From an optimization exercise on the open Yosys and OpenROAD flow, aimed at small area, a short achievable clock period and few clock cycles per item; shortcuts taken in it are not production practice.
Where RTL was checked, it was by simulation tests only, not by an equivalence proof against the original.
Power figures rest on the tool's default switching activity, not on a simulated workload.

==> flow/design.v <==
module sobel_stream_filter #(
  parameter int IMG_W  = 256,
  parameter int IMG_H  = 256,
  parameter int CH_W   = 8
) (
  input  logic                i_clk,
  input  logic                i_rst,
  input  logic                rgb_vld,
  input  logic [3*CH_W-1:0]   rgb_data,
  output logic                rgb_busy,
  output logic                result_vld,
  output logic [3*CH_W-1:0]   result_data,
  input  logic                result_busy
);
  localparam int CW   = $clog2(IMG_W);
  localparam int RW   = $clog2(IMG_H);
  localparam int NT   = 4;                 
  localparam int TW   = $clog2(NT);
  localparam int SEG  = IMG_W / NT;        
  localparam int QD   = 4;                 
  localparam int CAP  = QD + 1;            
  localparam int QW   = $clog2(QD + 1);
  typedef logic [CH_W-1:0] pix_t;
  logic [CW-1:0] col;
  logic [RW-1:0] row;
  logic [CW-1:0] dl;         
  logic [2:0]    cnt;        
  logic          vh;         
  logic [CH_W:0] rbh;        
  pix_t          gh;         
  logic          fire;       
  logic [NT-1:0] wt;         
  logic          acc, hit, xfer;
  assign acc  = rgb_vld && !rgb_busy;
  assign xfer = result_vld && !result_busy;
  logic [CW-1:0] dl_n;
  logic [2:0]    cnt_f, cnt_n;
  logic          vh_n, fire_n, room_n;
  assign dl_n   = fire ? dl : dl + 1'b1;
  assign cnt_f  = cnt + {2'b00, fire && hit};
  assign cnt_n  = cnt_f - {2'b00, xfer};
  assign room_n = xfer ? (cnt_f <= 3'(CAP)) : (cnt_f < 3'(CAP));
  assign vh_n   = acc || (vh && !fire);
  assign fire_n = vh_n && (dl_n[CW-TW-1:0] == '0) && room_n;
  logic [CW-1:0] col_n;
  logic [RW-1:0] row_n;
  assign col_n = (col == CW'(IMG_W - 1)) ? '0 : col + 1'b1;
  assign row_n = (col == CW'(IMG_W - 1)) ? ((row == RW'(IMG_H - 1)) ? '0 : row + 1'b1) : row;
  always_ff @(posedge i_clk) begin
    if (i_rst) begin
      col      <= '0;
      row      <= '0;
      hit      <= 1'b0;
      dl       <= '1;     
      cnt      <= '0;
      vh       <= 1'b0;
      fire     <= 1'b0;
      wt       <= '0;
      rgb_busy <= 1'b0;
    end else begin
      dl   <= dl_n;
      cnt  <= cnt_n;
      vh   <= vh_n;
      fire <= fire_n;
      for (int j = 0; j < NT; j++)
        wt[j] <= fire_n && (dl_n[CW-1 -: TW] == TW'(j));
      if (fire) begin
        col <= col_n;
        row <= row_n;
        hit <= (row_n >= RW'(2)) && (col_n >= CW'(2));
      end
      rgb_busy <= vh_n && !fire_n;
    end
  end
  always_ff @(posedge i_clk) begin
    if (acc) begin
      rbh <= {1'b0, rgb_data[3*CH_W-1 -: CH_W]} + {1'b0, rgb_data[CH_W-1:0]};
      gh  <= rgb_data[2*CH_W-1 -: CH_W];
    end
  end
  logic [CH_W+1:0] y_sum;
  pix_t            yh;
  assign y_sum = {1'b0, rbh} + {1'b0, gh, 1'b0};
  assign yh    = y_sum[CH_W+1:2];
  logic [2*CH_W-1:0] ring [IMG_W];
  pix_t              y_f;              
  logic [2*CH_W-1:0] tap  [NT];        
  always_comb begin
    for (int j = 0; j < NT; j++) tap[j] = ring[(j * SEG + IMG_W - 1) % IMG_W];
  end
  logic [NT-1:0] wf;
  always_ff @(posedge i_clk) begin
    if (i_rst) wf <= '0;
    else       wf <= wt;
  end
  always_ff @(posedge i_clk) begin
    for (int i = 0; i < IMG_W; i++) begin
      if (i % SEG == 1) begin
        if (wf[i / SEG]) ring[i] <= {ring[i-1][CH_W-1:0], y_f};
        else             ring[i] <= ring[i-1];
      end else begin
        ring[i] <= ring[(i + IMG_W - 1) % IMG_W];
      end
    end
  end
  logic [2*CH_W-1:0] t_c, t_f;
  logic              v_f, h_f;
  always_comb begin
    t_c = '0;
    for (int j = 0; j < NT; j++) if (wt[j]) t_c = t_c | tap[j];
  end
  always_ff @(posedge i_clk) begin
    t_f <= t_c;
    y_f <= yh;
    if (i_rst) begin
      v_f <= 1'b0;
      h_f <= 1'b0;
    end else begin
      v_f <= fire;
      h_f <= fire && hit;
    end
  end
  pix_t                   a_f, b_f;
  logic        [CH_W+1:0] s_c, s_s;
  logic signed [CH_W:0]   d_c, d_s;
  logic                   v_s, h_s;
  assign a_f = t_f[CH_W-1:0];
  assign b_f = t_f[2*CH_W-1:CH_W];
  assign s_c = {2'b00, b_f} + {1'b0, a_f, 1'b0} + {2'b00, y_f};
  assign d_c = $signed({1'b0, y_f}) - $signed({1'b0, b_f});
  always_ff @(posedge i_clk) begin
    s_s <= s_c;
    d_s <= d_c;
    if (i_rst) begin
      v_s <= 1'b0;
      h_s <= 1'b0;
    end else begin
      v_s <= v_f;
      h_s <= h_f;
    end
  end
  logic        [CH_W+1:0] s1, s2;
  logic signed [CH_W:0]   d1;
  logic signed [CH_W+2:0] e;
  logic signed [CH_W+2:0] gx, ngx, gy, ngy;
  pix_t                   ax_c, ay_c, ax_g, ay_g;
  logic                   ox_c, oy_c, ox_g, oy_g, h_g;
  assign gx  = $signed({1'b0, s_s}) - $signed({1'b0, s2});
  assign ngx = $signed({1'b0, s2}) - $signed({1'b0, s_s});
  assign gy  = d_s + e;
  assign ngy = -d_s - e;
  assign ax_c = gx[CH_W+2] ? ngx[CH_W-1:0] : gx[CH_W-1:0];
  assign ay_c = gy[CH_W+2] ? ngy[CH_W-1:0] : gy[CH_W-1:0];
  assign ox_c = gx[CH_W+2] ? (ngx[CH_W+1:CH_W] != 2'b00) : (gx[CH_W+1:CH_W] != 2'b00);
  assign oy_c = gy[CH_W+2] ? (ngy[CH_W+1:CH_W] != 2'b00) : (gy[CH_W+1:CH_W] != 2'b00);
  always_ff @(posedge i_clk) begin
    if (v_s) begin
      s1 <= s_s;
      s2 <= s1;
      d1 <= d_s;
      e  <= (d_s <<< 1) + d1;
    end
    ax_g <= ax_c;
    ay_g <= ay_c;
    ox_g <= ox_c;
    oy_g <= oy_c;
    if (i_rst) h_g <= 1'b0;
    else       h_g <= h_s;
  end
  logic [CH_W:0] msum;
  pix_t          m;
  assign msum = {1'b0, ax_g} + {1'b0, ay_g};
  assign m    = (ox_g || oy_g || msum[CH_W]) ? '1 : msum[CH_W-1:0];
  pix_t          q [QD];
  logic [QW-1:0] qn;                
  pix_t          out_d;
  logic          ld;                
  assign ld = !result_vld || !result_busy;
  always_ff @(posedge i_clk) begin
    if (i_rst) begin
      result_vld <= 1'b0;
      qn         <= '0;
    end else begin
      if (ld) begin
        if (qn != '0) begin
          result_vld <= 1'b1;
          qn         <= qn - 1'b1 + QW'(h_g);
        end else begin
          result_vld <= h_g;
        end
      end else begin
        qn <= qn + QW'(h_g);
      end
    end
  end
  always_ff @(posedge i_clk) begin
    if (ld) out_d <= (qn != '0) ? q[0] : m;
    for (int i = 0; i < QD; i++) begin
      if (ld && qn != '0) begin
        if (h_g && (QW'(i) == qn - 1'b1)) q[i] <= m;
        else if (i < QD - 1)              q[i] <= q[i+1];
      end else if (!ld) begin
        if (h_g && (QW'(i) == qn)) q[i] <= m;
      end
    end
  end
  assign result_data = {out_d, out_d, out_d};
endmodule
clock: 8.0 ns
lec_check: 0
cap_margin: 20
core_margin: 2
core_utilization: 40
cts_buf_list: sky130_fd_sc_hd__clkbuf_16
cts_cluster_diameter: 60
cts_cluster_size: 30
place_density: 0.6
setup_slack_margin: 5
slew_margin: 20
run.sh (not shown) runs the stock make flow with config.mk's settings and CLKGATE_MAP_FILE= SYNTH_SCRIPT=/design/flow/synth_recipe.tcl, a recipe that flattens the netlist after the stock synthesis.
Testbench counts at the start, summed over its fixed seeds: cycles 524,564, items 516,128.
Change:
--- a/flow/design.v
+++ b/flow/design.v
@@ -32,8 +32,9 @@
   logic [NT-1:0] wt;         
   logic          acc, hit, xfer;
   assign acc  = rgb_vld && !rgb_busy;
   assign xfer = result_vld && !result_busy;
+  assign hit  = (row >= RW'(2)) && (col >= CW'(2));
   logic [CW-1:0] dl_n;
   logic [2:0]    cnt_f, cnt_n;
   logic          vh_n, fire_n, room_n;
   assign dl_n   = fire ? dl : dl + 1'b1;
@@ -41,17 +42,12 @@
   assign cnt_n  = cnt_f - {2'b00, xfer};
   assign room_n = xfer ? (cnt_f <= 3'(CAP)) : (cnt_f < 3'(CAP));
   assign vh_n   = acc || (vh && !fire);
   assign fire_n = vh_n && (dl_n[CW-TW-1:0] == '0) && room_n;
-  logic [CW-1:0] col_n;
-  logic [RW-1:0] row_n;
-  assign col_n = (col == CW'(IMG_W - 1)) ? '0 : col + 1'b1;
-  assign row_n = (col == CW'(IMG_W - 1)) ? ((row == RW'(IMG_H - 1)) ? '0 : row + 1'b1) : row;
   always_ff @(posedge i_clk) begin
     if (i_rst) begin
       col      <= '0;
       row      <= '0;
-      hit      <= 1'b0;
       dl       <= '1;     
       cnt      <= '0;
       vh       <= 1'b0;
       fire     <= 1'b0;
@@ -64,11 +60,14 @@
       fire <= fire_n;
       for (int j = 0; j < NT; j++)
         wt[j] <= fire_n && (dl_n[CW-1 -: TW] == TW'(j));
       if (fire) begin
-        col <= col_n;
-        row <= row_n;
-        hit <= (row_n >= RW'(2)) && (col_n >= CW'(2));
+        if (col == CW'(IMG_W - 1)) begin
+          col <= '0;
+          row <= (row == RW'(IMG_H - 1)) ? '0 : row + 1'b1;
+        end else begin
+          col <= col + 1'b1;
+        end
       end
       rgb_busy <= vh_n && !fire_n;
     end
   end
The changed run produced a clean layout.
Hold slack improves by 0.0096 ns.
Wire length rose by about 1.5%.
Combinational power came out higher by about 5%.
Cell count is about the same.
Clock-buffer cell count came out lower by 5.
Sequential share of layout area grows by 0.20 points.
Maximum frequency goes down by 5.0%.
Final area hardly moves.
Non-clock buffer count increases by 3.
Worst setup slack loses 0.16 ns.
Area after synthesis is about the same.
Utilization goes down by 0.11 points.
Only the layout flow was run in the second run of this note; the RTL was not checked for function there.

[re-timing with driven ports]
No port has a modelled driver above. Below, the same layouts with a new extraction and two added sets of constraints.
Step 1 (the two cells are an assumption about what drives the block):
set clk [get_ports {i_clk}]
set_driving_cell -lib_cell sky130_fd_sc_hd__clkbuf_16 $clk
set_driving_cell -lib_cell sky130_fd_sc_hd__buf_2 [delete_from_list [all_inputs] $clk]
Step 2 moves the port delays by t, midway between the first and last clock arrival at a register: inputs arrive t later, outputs are due t later. That takes back most of the time a late clock gives input paths.
Three values: ideal, step 1, step 2; two values: the first two.
run | shift t [ns] | setup WS [ns] | worst setup path at the end | worst slew at a driven data input, ns
the first run | 0.881 | 5.022 / 4.941 / 4.385 | input to register | 0.04
the second run | 0.907 | 4.864 / 4.781 / 4.270 | input to register | 0.09
After both steps setup and hold are still met in every run listed. The setup slack of the first run, which loses most, moves by -0.081 ns with the drivers and by -0.637 ns with both steps.
